From an optimization exercise on the open Yosys and OpenROAD flow, aimed at small area and a short achievable clock period; shortcuts taken in it are not production practice. Function was not checked in any run shown here: the RTL went through the layout flow alone. No activity file was given, so power comes from the tool's default toggle rates.

## flow/design.v (module list and top-level ports; edited modules follow where they fit)
// module state_capture: 88 lines
// module q_sel_gen: 20 lines
// module q_sel_bit: 15 lines
// module q_gt: 35 lines
// module gt_bit: 9 lines
// module gt_bit_sign: 9 lines
// module gt_node_p: 11 lines
// module gt_node_n: 11 lines
// module q_update: 797 lines
// module csa_fa: 10 lines
// module carry16: 21 lines
// module q_sum_add: 22 lines
// module action_select: 51 lines
// module episode_control: 39 lines
// module dynaq_datapath: 92 lines
// module prefix_add: 26 lines
module dynaq_datapath (
  input  logic                          clk,
  input  logic                          reset,
  input  logic                          qvalue_en,
  input  logic                          reward_en,
  input  logic                          current_location_en,
  input  logic                          next_location_en,
  input  logic                          location_select,
  input  logic                          max_en,
  input  logic                          g_en,
  input  logic                          g_select,
  input  logic                          rng_en,
  input  logic                          action_en,
  input  logic                          step_en,
  input  logic                          step_select,
  input  logic                          epsilon_decay_en,
  input  logic                          episode_end,
  input  dynaq_data_pkg::location_t     start_location,
  input  dynaq_data_pkg::location_t     env_next_location,
  input  dynaq_data_pkg::qvalue_t       qvalue_0,
  input  dynaq_data_pkg::qvalue_t       qvalue_1,
  input  dynaq_data_pkg::qvalue_t       qvalue_2,
  input  dynaq_data_pkg::qvalue_t       qvalue_3,
  input  dynaq_data_pkg::reward_t       reward,
  output dynaq_data_pkg::location_t     current_location,
  output dynaq_data_pkg::location_t     next_location,
  output dynaq_policy_pkg::step_t       step_count,
  output dynaq_data_pkg::qvalue_t       qtable_data,
  output dynaq_policy_pkg::action_t     action,
  output logic                          done,
  output logic                          completed
);
  // ...
==> flow/flow/run.sh <==
#!/bin/bash
# Standard layout, with the port buffers taken from a plain buffer cell
# instead of the default pick.
export BUFFER_PORTS_ARGS="-buffer_cell sky130_fd_sc_hd__buf_2"
bash standard.sh > standard_run.log 2>&1
==> flow/standard.sh <==
#!/bin/bash
# synth_recipe.tcl (not shown) runs the flow's synth.tcl, then flattens the netlist and writes it again
# the make line also repeats each setting of config.mk as NAME=value (left out here)
make -C /OpenROAD-flow-scripts/flow DESIGN_CONFIG=/design/flow/config.mk WORK_HOME=/design/flow/orfs CLKGATE_MAP_FILE= SYNTH_SCRIPT=/design/flow/synth_recipe.tcl "${@:-finish}"
==> flow/config.mk <==
export PLATFORM = sky130hd
export DESIGN_NAME = dynaq_datapath
export DESIGN_NICKNAME = dynaq_datapath
export VERILOG_FILES = /design/flow/design.v
export SDC_FILE = /design/flow/constraint.sdc
export NUM_CORES = 4
export LEC_CHECK = 0
export CAP_MARGIN = 20
export CORE_MARGIN = 2
export CORE_UTILIZATION = 40
export PLACE_DENSITY = 0.6
export SETUP_SLACK_MARGIN = 4.2
export SLEW_MARGIN = 20
export SYNTH_HIERARCHICAL = 1
==> flow/constraint.sdc <==
create_clock -name core_clock -period 7.5 [get_ports {clk}]
set_input_delay 1.5000 -clock core_clock [delete_from_list [all_inputs] [get_ports {clk}]]
set_output_delay 1.5000 -clock core_clock [all_outputs]
set_load 0.01 [all_outputs]
==> metrics.yaml, run 1 <==
pwr:
  p_per_area_nw_per_um2: 432
  seq-power_mw: 3.65
synth:
  yosys_warnings: 12
clocking:
  cts_made_buffers: 42
critical_path:
  rr_endpoint: "u_q_update.qtable_data[50]"
  path_max_fanout: 5
  path_class: "flop to flop"
  setup.worst_path.end: "u_q_update.qtable_data[50]"
  crit_buf_inv: 3
timing:
  fmaxAchievable_mhz: 266
  tightest_slew_ns: 0.933
  slew_violations: 0
run:
  drv_cap: 0
hold_path:
  hp-start: "u_episode_control.completed"
cells_and_area:
  n_all_buffers: 502
  final_util_pct: 50.1
placement:
  hpwl_um: 84600
  routabilityCongestion: 0.872
  io_buffers: 384
  dp_slack_ns: 3.24
floorplan:
  io_pins: 385
  dieArea_sq_um: 95700
  core.rowCount: 111
  start_util_pct: 40.5
status:
  status: "complete, no violations"
grt:
  globalRouteOverflowTotal: 0
routing:
  wl_per_cell_um: 19.8
  wl_um: 109000
==> module state_capture, before the edit <==
module state_capture (
  input  logic                        clk,
  input  logic                        reset,
  input  logic                        qvalue_en,
  input  logic                        reward_en,
  input  logic                        current_location_en,
  input  logic                        next_location_en,
  input  logic                        location_select,
  input  dynaq_data_pkg::location_t   start_location,
  input  dynaq_data_pkg::location_t   env_next_location,
  input  dynaq_data_pkg::qvalue_t     qvalue_0,
  input  dynaq_data_pkg::qvalue_t     qvalue_1,
  input  dynaq_data_pkg::qvalue_t     qvalue_2,
  input  dynaq_data_pkg::qvalue_t     qvalue_3,
  input  dynaq_data_pkg::reward_t     reward,
  output dynaq_data_pkg::location_t   current_location,
  output dynaq_data_pkg::location_t   next_location,
  output dynaq_data_pkg::qvalue_t     q_max,
  output dynaq_policy_pkg::action_t   greedy_action,
  output dynaq_data_pkg::reward_t     reward_q,
  output logic                        goal
);
  dynaq_data_pkg::location_t current_location_d;
  dynaq_data_pkg::location_t next_location_d;
  logic [3:0] g10n, g32n, g20n, g21n, g30n, g31n;
  logic pick_1, pick_3, pick_hi;
  q_gt u_gt10 (.a(qvalue_1), .b(qvalue_0), .gtn(g10n));
  q_gt u_gt32 (.a(qvalue_3), .b(qvalue_2), .gtn(g32n));
  q_gt u_gt20 (.a(qvalue_2), .b(qvalue_0), .gtn(g20n));
  q_gt u_gt21 (.a(qvalue_2), .b(qvalue_1), .gtn(g21n));
  q_gt u_gt30 (.a(qvalue_3), .b(qvalue_0), .gtn(g30n));
  q_gt u_gt31 (.a(qvalue_3), .b(qvalue_1), .gtn(g31n));
  assign pick_1  = ~g10n[0];
  assign pick_3  = ~g32n[0];
  assign pick_hi = pick_3 ? (pick_1 ? ~g31n[0] : ~g30n[0]) : (pick_1 ? ~g21n[0] : ~g20n[0]);
  dynaq_data_pkg::qvalue_t q_max_d;
  for (genvar c = 0; c < 8; c++) begin : g_sel
    logic s0, s1, s2, s3, hold;
    q_sel_gen u_gen (
      .en (qvalue_en), .p1n (g10n[c/2]), .p3n (g32n[c/2]),
      .g20n (g20n[c/2]), .g21n (g21n[c/2]), .g30n (g30n[c/2]), .g31n (g31n[c/2]),
      .s0 (s0), .s1 (s1), .s2 (s2), .s3 (s3), .hold (hold)
    );
    for (genvar k = 8 * c; k < 8 * c + 8; k++) begin : g_bit
      q_sel_bit u_bit (
        .s0 (s0), .s1 (s1), .s2 (s2), .s3 (s3), .hold (hold),
        .q0 (qvalue_0[k]), .q1 (qvalue_1[k]), .q2 (qvalue_2[k]), .q3 (qvalue_3[k]),
        .qm (q_max[k]), .d (q_max_d[k])
      );
    end
  end
  assign current_location_d = location_select ? next_location : start_location;
  assign next_location_d    = location_select ? env_next_location : start_location;
  always_ff @(posedge clk or negedge reset) begin
    if (!reset) begin
      q_max <= '0;
    end else begin
      q_max <= q_max_d;
    end
  end
  always_ff @(posedge clk or negedge reset) begin
    if (!reset) begin
      greedy_action <= '0;
    end else if (qvalue_en) begin
      greedy_action <= {pick_hi, pick_hi ? pick_3 : pick_1};
    end
  end
  always_ff @(posedge clk or negedge reset) begin
    if (!reset) begin
      reward_q <= '0;
      goal     <= 1'b0;
    end else if (reward_en) begin
      reward_q <= reward;
      goal     <= &reward[11-2:0];
    end
  end
  always_ff @(posedge clk or negedge reset) begin
    if (!reset) begin
      current_location <= '0;
      next_location    <= '0;
    end else begin
      if (current_location_en)
        current_location <= current_location_d;
      if (next_location_en)
        next_location <= next_location_d;
    end
  end
endmodule
==> module q_gt, before the edit <==
module q_gt (
  input  dynaq_data_pkg::qvalue_t a,
  input  dynaq_data_pkg::qvalue_t b,
  output logic [3:0]              gtn
);
  logic [63:0] gn0, en0;
  logic [31:0] g1, e1;
  logic [15:0] gn2, en2;
  logic [7:0]  g3, e3;
  logic [3:0]  gn4, en4;
  logic [1:0]  g5, e5;
  logic [3:0]  e6;
  for (genvar i = 0; i < 63; i++) begin : g_l0
    gt_bit u_b (.a(a[i]), .b(b[i]), .gn(gn0[i]), .en(en0[i]));
  end
  gt_bit_sign u_s (.a(a[63]), .b(b[63]), .gn(gn0[63]), .en(en0[63]));
  for (genvar i = 0; i < 32; i++) begin : g_l1
    gt_node_n u_n (.gh(gn0[2*i+1]), .eh(en0[2*i+1]), .gl(gn0[2*i]), .el(en0[2*i]), .g(g1[i]), .e(e1[i]));
  end
  for (genvar i = 0; i < 16; i++) begin : g_l2
    gt_node_p u_n (.gh(g1[2*i+1]), .eh(e1[2*i+1]), .gl(g1[2*i]), .el(e1[2*i]), .g(gn2[i]), .e(en2[i]));
  end
  for (genvar i = 0; i < 8; i++) begin : g_l3
    gt_node_n u_n (.gh(gn2[2*i+1]), .eh(en2[2*i+1]), .gl(gn2[2*i]), .el(en2[2*i]), .g(g3[i]), .e(e3[i]));
  end
  for (genvar i = 0; i < 4; i++) begin : g_l4
    gt_node_p u_n (.gh(g3[2*i+1]), .eh(e3[2*i+1]), .gl(g3[2*i]), .el(e3[2*i]), .g(gn4[i]), .e(en4[i]));
  end
  for (genvar i = 0; i < 2; i++) begin : g_l5
    gt_node_n u_n (.gh(gn4[2*i+1]), .eh(en4[2*i+1]), .gl(gn4[2*i]), .el(en4[2*i]), .g(g5[i]), .e(e5[i]));
  end
  for (genvar c = 0; c < 4; c++) begin : g_l6
    gt_node_p u_n (.gh(g5[1]), .eh(e5[1]), .gl(g5[0]), .el(e5[0]), .g(gtn[c]), .e(e6[c]));
  end
endmodule
==> module gt_bit, before the edit <==
module gt_bit (
  input  logic a,
  input  logic b,
  output logic gn,
  output logic en
);
  assign gn = ~(a & ~b);
  assign en = ~a & b;
endmodule
==> inputs of run 2 (changes only) <==
--- a/flow/design.v
+++ b/flow/design.v
@@ -38,8 +38,12 @@
   logic pick_1, pick_3, pick_hi;
-  q_gt u_gt10 (.a(qvalue_1), .b(qvalue_0), .gtn(g10n));
-  q_gt u_gt32 (.a(qvalue_3), .b(qvalue_2), .gtn(g32n));
-  q_gt u_gt20 (.a(qvalue_2), .b(qvalue_0), .gtn(g20n));
-  q_gt u_gt21 (.a(qvalue_2), .b(qvalue_1), .gtn(g21n));
-  q_gt u_gt30 (.a(qvalue_3), .b(qvalue_0), .gtn(g30n));
-  q_gt u_gt31 (.a(qvalue_3), .b(qvalue_1), .gtn(g31n));
+  dynaq_data_pkg::qvalue_t qn0, qn1, qn2;
+  q_inv u_inv0 (.a(qvalue_0), .y(qn0));
+  q_inv u_inv1 (.a(qvalue_1), .y(qn1));
+  q_inv u_inv2 (.a(qvalue_2), .y(qn2));
+  q_gt u_gt10 (.a(qvalue_1), .b(qvalue_0), .bn(qn0), .gtn(g10n));
+  q_gt u_gt32 (.a(qvalue_3), .b(qvalue_2), .bn(qn2), .gtn(g32n));
+  q_gt u_gt20 (.a(qvalue_2), .b(qvalue_0), .bn(qn0), .gtn(g20n));
+  q_gt u_gt21 (.a(qvalue_2), .b(qvalue_1), .bn(qn1), .gtn(g21n));
+  q_gt u_gt30 (.a(qvalue_3), .b(qvalue_0), .bn(qn0), .gtn(g30n));
+  q_gt u_gt31 (.a(qvalue_3), .b(qvalue_1), .bn(qn1), .gtn(g31n));
   assign pick_1  = ~g10n[0];
@@ -138,2 +142,3 @@
   input  dynaq_data_pkg::qvalue_t b,
+  input  dynaq_data_pkg::qvalue_t bn,
   output logic [3:0]              gtn
@@ -148,5 +153,7 @@
   for (genvar i = 0; i < 63; i++) begin : g_l0
-    gt_bit u_b (.a(a[i]), .b(b[i]), .gn(gn0[i]), .en(en0[i]));
+    gt_bit u_b (.a(a[i]), .bn(bn[i]), .gn(gn0[i]), .en(en0[i]));
   end
-  gt_bit_sign u_s (.a(a[63]), .b(b[63]), .gn(gn0[63]), .en(en0[63]));
+  logic an63;
+  gt_inv u_s_inv (.a(a[63]), .y(an63));
+  gt_bit u_s (.a(an63), .bn(b[63]), .gn(gn0[63]), .en(en0[63]));
   for (genvar i = 0; i < 32; i++) begin : g_l1
@@ -172,3 +179,3 @@
   input  logic a,
-  input  logic b,
+  input  logic bn,
   output logic gn,
@@ -176,13 +183,16 @@
 );
-  assign gn = ~(a & ~b);
-  assign en = ~a & b;
+  assign gn = ~(a & bn);
+  assign en = ~(a | bn);
 endmodule
-module gt_bit_sign (
+module gt_inv (
   input  logic a,
-  input  logic b,
-  output logic gn,
-  output logic en
+  output logic y
+);
+  assign y = ~a;
+endmodule
+module q_inv (
+  input  dynaq_data_pkg::qvalue_t a,
+  output dynaq_data_pkg::qvalue_t y
 );
-  assign gn = ~(~a & b);
-  assign en = a & ~b;
+  assign y = ~a;
 endmodule
--- a/flow/config.mk
+++ b/flow/config.mk
@@ -11,3 +11,3 @@
 export PLACE_DENSITY = 0.6
-export SETUP_SLACK_MARGIN = 4.2
+export SETUP_SLACK_MARGIN = 4
 export SLEW_MARGIN = 20
==> run 2 against run 1 <==
Count of clock-buffer cells in the layout up 4. Synthesized cell count up 5.5%. Worst hold slack gained 0.0036 ns. Clock power rose by 2%. First-iteration DRC count is 17% higher. Fmax increased by 1.4%. Flip-flop and latch count unchanged. Largest power group unchanged.
==> metrics.yaml, run 2 <==
grt:
  grt_use_total_pct: 22.7  # was 22.4%
  grt_pass1_wl_um: 161000  # was 168000 um
  grt_pass1_vias: 28300  # was 28700
  grt_max_degree: 147  # was 104
  globalRouteOverflowTotal: 0  # unchanged
  antenna_found_initial: 16  # was 18
critical_path:
  required_ns: 7.93  # was 7.92 ns
  setup.worst_path.end: "u_q_update.qtable_data[46]"  # was u_q_update.qtable_data[50]
  crit_family: "simple AND/OR/NAND/NOR gates"  # unchanged
  crit_buf_inv: 3  # unchanged
  r2r_slack_ns: 3.79  # was 3.74 ns
  crit_cells: 16  # unchanged
  path_class: "flop to flop"  # unchanged
  critPathCaptureType: "flop"  # unchanged
  critPathSlowestCell: "or4_4"  # unchanged
  crit_chain: "ha_4, a21oi_2, nor2b_1, or4_1, o22a_1, inv_1, ha_2, or4b_4, or4_4, buf_6, buf_8, nor2_4, a22oi_1, xnor2_1, mux2i_1, a21oi_1"  # was ha_4, a21oi_2, nor2b_1, or4_1, o22a_1, inv_1, ha_2, or4b_4, or4_4, nor3_4, buf_6, buf_16, nor2_1, xnor2_1, mux2i_1, a21oi_1
  cp-start-kind: "flop"  # unchanged
  critPathArrivalTime_ns: 4.14  # was 4.18 ns
  cp-startpoint: "u_q_update.qtable_data[23]"  # unchanged
  rr_endpoint: "u_q_update.qtable_data[46]"  # was u_q_update.qtable_data[50]
  slowest_delay_ns: 0.51  # was 0.50 ns
  rr_worst_depth: 16  # unchanged
  r2r_start: "u_q_update.qtable_data[23]"  # unchanged
  path_max_fanout: 6  # was 5
floorplan:
  dieArea_sq_um: 90100  # was 95700 sq um
  core.rowCount: 108  # was 111
  dieWidth_um: 300  # was 309 um
  core_area_sq_um: 86900  # was 91900 sq um
  io_pins: 385  # unchanged
  start_util_pct: 40.4  # was 40.5%
  die_h_um: 300  # was 309 um
routing:
  drc: 0  # unchanged
  wl_per_cell_um: 18.6  # was 19.8 um
  routed_via_density: 5.24  # was 5.28
  dr.first_iter.drc_count: 2310  # was 1970
  num_vias: 29500  # was 29200
  wl_um: 105000  # was 109000 um
  drt_pass1_iterations: 9  # was 6
  ant_nets: 0  # unchanged
placement:
  io_buffers: 384  # unchanged
  routabilityCongestion: 0.931  # was 0.872
  hpwl_um: 82200  # was 84600 um
  place_area_sq_um: 38600  # was 41200 sq um
pwr:
  p_per_area_nw_per_um2: 469  # was 432 nW/um^2
  peakVddDrop_mv: 0.294  # was 0.262 mV
  p_leak_nw: 19.0  # was 19.4 nW
timing:
  rsz0062_at_grt: "true"  # unchanged
  holdWs_ns: 0.460  # was 0.457 ns
  hold_viol: 0  # unchanged
  slew_violations: 0  # unchanged
  tightest_slew_ns: 0.957  # was 0.933 ns
  finalCritPeriodShare_pct: 49.4  # was 50.1%
  fin_crit_ns: 3.71  # was 3.76 ns
  fin_setup_tns_ns: 0  # unchanged
  setup_viol: 0  # unchanged
  fin_skew_ns: 0.0254  # was 0.0217 ns
  fmaxAchievable_mhz: 270  # was 266 MHz
  slew_headroom_pct: 36.2  # was 37.8%
clocking:
  clock_path_buffers: 3  # unchanged
  clk_latency_ns: 0.59  # about the same
  cts_tree: "built"  # unchanged
  ctsHtreeMaxLevel: 2  # unchanged
  clkTransAtPathRegs_ns: 0.06  # about the same
  cts_root_buf: "clkbuf_16"  # unchanged
  cts.sinks: 318  # unchanged
  cts_made_buffers: 43  # was 42
cells_and_area:
  fin_nets: 5199  # was 5016
  design_area_sq_um: 41800  # was 46000 sq um
  final_common_cell: "nor2_1"  # was nand2b_1
  drive_above_1_share_pct: 27.2  # was 41.3%
  mostFrequentLayoutCells: "nor2_1 (675), nand2_1 (614), inv_1 (390), buf_2 (379), fa_1 (375)"  # was nand2b_1 (377), fa_1 (371), nor2b_2 (280), nor2_1 (261), dfrtp_1 (254)
  synthToLayoutAreaGrowth_pct: 19.1  # was 23.5%
synth:
  yosys_warnings: 12  # unchanged
  syn_area_sq_um: 35100  # was 37300 sq um
  synth_cells: 3958  # was 3752
  synth.avg_cell_area_sq_um: 8.87  # was 9.94 sq um
run:
  drv_cap: 0  # unchanged
hold_path:
  worstHoldPathType: "flop to flop"  # unchanged
status:
  status: "complete, no violations"  # unchanged
-- run 2: area by class of cell --
type	instances	area, sq um
Multi-Input combinational cell	3202	26500
Antenna cell	13	32.5
Tap cell	1155	1450
Clock inverter	25	338
Sequential cell	318	7990
Fill cell	8331	45100
Clock buffer	55	1170
Inverter	393	1480
Timing Repair Buffer	476	2860
-- run 2: worst register-to-register path, cell delays in order, from the launching register on --
cell and delay, ns:
dfrtp_2 0.43, ha_4 0.25, a21oi_2 0.10, nor2b_1 0.06
or4_1 0.40, o22a_1 0.19, inv_1 0.06, ha_2 0.16
or4b_4 0.46, or4_4 0.51, buf_6 0.16, buf_8 0.13
nor2_4 0.14, a22oi_1 0.12, xnor2_1 0.15, mux2i_1 0.14
a21oi_1 0.08
-- run 2: power breakdown --
group          internal, mW  switching [mW]  leakage (nW)
combinational          6.49            7.29          14.5
sequential             2.55            1.07          3.73
clock                  1.32           0.877         0.735
total                  10.4            9.24          19.0
-- run 2: how the worst min path moves through the flow --
| stage | startpoint | to | slack [ns] | depth (start not counted) |
|---|---|---|---|---|
| floorplan | u_action_select.lfsr[14] | u_action_select.lfsr[14] | 0.45 | 1 |
| global placement | u_episode_control.completed | u_episode_control.completed | 0.44 | 1 |
| detailed placement | u_episode_control.completed | u_episode_control.completed | 0.45 | 1 |
| CTS | u_episode_control.completed | u_episode_control.completed | 0.46 | 1 |
| global route | u_episode_control.completed | u_episode_control.completed | 0.49 | 1 |
| finish | u_episode_control.completed | u_episode_control.completed | 0.46 | 1 |
-- run 2: timing repair --
item                                    4_1_cts  5_1_grt
setup buffers                                47       38
cloned                                        1        4
hold buffers                                  0        0
gates resized for setup                      68      135
endpoints found under the setup margin      103      109
pin swaps                                    66       86
-- run 2: metrics by stage --
| stage | cells | setup slack (ns) | utilization [%] | total power, mW |
|---|---|---|---|---|
| finish | 5637 | 3.79 | 48.1 | 19.6 |
| global route | 5635 | 3.61 | 48.1 | 21.7 |
| CTS | 5582 | 3.74 | 47.0 | 19.6 |
| detailed placement | 5454 | 3.05 | 44.4 | 17.2 |
| global placement | 5454 | 3.10 | 44.4 | 16.8 |
| floorplan | 3962 | 3.94 | - | 12.8 |
-- run 2: routing by layer --
layer / track usage (%) / share of wire (%) / up-vias
met1: 32.1 / 46 / 14300
li1: - / - / 14300
met3: 3.04 / 5.3 / 132
met5: 0 / 0.040 / -
met4: 6.86 / 2.8 / 6
met2: 36.2 / 46 / 807

[re-timing with driven ports]
Ports are ideal in the flow. The routed layouts listed here were re-timed in OpenROAD.
Step 1, drivers: a clkbuf_16 drives clk and a buf_2 each remaining input, both assumed.
Step 2 adds t to the input delays and takes it off the output delays; t is the mean of the earliest and latest rising clock arrival at the registers after step 1. Input paths then give back, and output paths get back, about the clock's delay inside the block.
Three values: no drivers, after step 1, after step 2; two values: the first two.
run | shift t [ns] | slack for setup (ns) | hold WS [ns] | clock arrival spread, ns | worst slew at a driven data input, ns
run 1 | 0.643 | 3.743 / 3.743 / 3.508 | 0.457 / 0.457 / 0.457 | 0.025 / 0.025 | 0.09
run 2 | 0.635 | 3.793 / 3.793 / 3.393 | 0.460 / 0.460 / 0.460 | 0.027 / 0.027 | 0.13
After both steps setup and hold are still met in every run listed. The setup slack of run 2, which loses most, moves by 0.000 ns with the drivers and by -0.400 ns with both steps.
